Source: an optimization exercise on an open RTL-to-GDS flow (aim: small area). Production flows keep margins and buffers that such runs may drop.
The RTL was checked by simulation tests, not by an equivalence proof against the original design.

Design intra_recon_top, start of the top module:
module intra_recon_top (
    input  logic                 clk,
    input  logic                 rst_n,
    input  logic                 req_strobe,
    input  logic [107:0]         req,
    input  logic                 residue_strobe,
    input  logic [15:0][8:0]     residue,
    output logic                 recon_valid,
    output logic [15:0][7:0]     recon,
    output logic                 overflow_error,
    output logic                 order_error
);
    logic [intra_pkg::ENTRY_W-1:0] entry;
    logic [intra_pkg::ENTRY_W-1:0] head;
    logic                          head_taken;
    intra_pred_4x4 intra_pred_4x4_i (
        .req   (req),
        .entry (entry)
    );
    pred_queue pred_queue_i (
        .clk            (clk),
        .rst_n          (rst_n),
        .req_strobe     (req_strobe),
        .entry          (entry),
        .residue_strobe (residue_strobe),
        .head           (head),
        .head_taken     (head_taken),
        .overflow_error (overflow_error),
        .order_error    (order_error)
    );
    recon_clip recon_clip_i (
        .clk         (clk),
        .rst_n       (rst_n),
        .head_taken  (head_taken),
        .head        (head),
        .residue     (residue),
        .recon_valid (recon_valid),
        .recon       (recon)
    );
endmodule
Size: about 2800 cells after synthesis, about 440 flip-flops, about 31000 µm² of cells after synthesis.
clock: 10.0 ns
lec_check: 0
cap_margin: 20
core_margin: 2
core_utilization: 40
slew_margin: 20
standard.sh (not shown) runs the stock make flow with config.mk's settings and CLKGATE_MAP_FILE= SYNTH_SCRIPT=/design/flow/synth_recipe.tcl, a recipe that flattens the netlist after the stock synthesis.
==> flow/flow/run.sh <==
#!/bin/bash
# Standard ORFS layout, with smaller port buffers and a clock tree of smaller
# buffers without dummy loads. Every tool's output goes to a log here.
set -euo pipefail
export BUFFER_PORTS_ARGS="-buffer_cell sky130_fd_sc_hd__buf_1"
export CTS_ARGS="-sink_clustering_enable -repair_clock_nets -dont_use_dummy_load -buf_list sky130_fd_sc_hd__clkbuf_4 -root_buf sky130_fd_sc_hd__clkbuf_8"
bash standard.sh > flow_standard.log 2>&1
The first run produced a clean layout.
Edit:
==> flow/run.sh (new file) <==
#!/bin/bash
# synth_recipe.tcl (not shown) runs the flow's synth.tcl, then flattens the netlist and writes it again
# the make line also repeats each setting of config.mk as NAME=value (left out here)
make -C /OpenROAD-flow-scripts/flow DESIGN_CONFIG=/design/flow/config.mk WORK_HOME=/design/flow/orfs CLKGATE_MAP_FILE= SYNTH_SCRIPT=/design/flow/synth_recipe.tcl finish
removed: flow/flow/run.sh
removed: flow/standard.sh
What happened: The new run completed with no timing, DRC or antenna violations; die area does not change; count of clock-buffer cells in the layout decreases by 46; sequential share of layout area decreases by 3.1 points; final area increases by about 10%; final cell count increases by about 0.4%; global-route usage increases by 6.8 points; utilization increases by 4.4 points.

---

Another version of the RTL of intra_recon_top (not shown whole).
Size: ~430 flip-flops, ~29,000 um^2 of cells after synthesis.
## intra_recon_top
module intra_recon_top (
    input  logic                 clk,
    input  logic                 rst_n,
    input  logic                 req_strobe,
    input  logic [107:0]         req,
    input  logic                 residue_strobe,
    input  logic [15:0][8:0]     residue,
    output logic                 recon_valid,
    output logic [15:0][7:0]     recon,
    output logic                 overflow_error,
    output logic                 order_error
);
export LEC_CHECK = 0
export CAP_MARGIN = 0
export CORE_MARGIN = 2
export CORE_UTILIZATION = 40
export SLEW_MARGIN = 0
create_clock -name core_clock -period 10.0 [get_ports {clk}]
==> flow/flow/run.sh <==
#!/bin/bash
# Standard ORFS layout, with smaller port buffers and a clock tree of smaller
# buffers without dummy loads. Every tool's output goes to a log here.
set -euo pipefail
export BUFFER_PORTS_ARGS="-buffer_cell sky130_fd_sc_hd__buf_1"
export CTS_ARGS="-sink_clustering_enable -repair_clock_nets -dont_use_dummy_load -buf_list sky130_fd_sc_hd__clkbuf_4 -root_buf sky130_fd_sc_hd__clkbuf_8 -sink_clustering_size 10 -sink_clustering_max_diameter 50 -sink_buffer_max_cap_derate 1.0"
bash standard.sh > flow_standard.log 2>&1
Rerun with:
CAP_MARGIN = 20   (was 0)
SLEW_MARGIN = 20   (was 0)
Result:
- The new run produced a clean layout
- worst setup slack improved by 0.24 ns
- wire length is about the same
- synthesized area stays the same
- cell area is about the same
- global-route usage hardly moves
- critical path depth stays the same
- clock skew goes up by 0.013 ns

==> separate check: timing with driven ports <==
Ports are ideal in the flow. The routed layouts listed here were re-timed in OpenROAD. Step 1, drivers: a clkbuf_16 drives clk and a buf_2 each remaining input, both assumed. Step 2 also shifts input and output timing later by t, the mid clock arrival at the registers, as if the neighbouring blocks saw the same clock. a / b / c = ideal / step 1 / step 2; a / b = the first two.
run | shift t [ns] | slack for setup (ns) | hold WS [ns] | latest minus earliest clock arrival (ns) | cell pins on the clock port's net
the first run of note 1 | 0.708 | 1.663 / 1.663 / 1.626 | 0.608 / 0.608 / 0.608 | 0.073 / 0.073 | 1
the second run of note 1 | 0.684 | 1.316 / 1.316 / 1.180 | 0.631 / 0.631 / 0.631 | 0.040 / 0.040 | 1
the first run of note 2 | 0.723 | 1.277 / 1.277 / 1.277 | 0.649 / 0.649 / 0.649 | 0.086 / 0.086 | 1
the second run of note 2 | 0.712 | 1.516 / 1.516 / 1.516 | 0.660 / 0.660 / 0.660 | 0.103 / 0.103 | 1
After both steps every run listed still meets setup and hold. For the second run of note 1, which loses most, drivers alone change the setup slack by 0.000 ns; drivers and shift together by -0.136 ns.
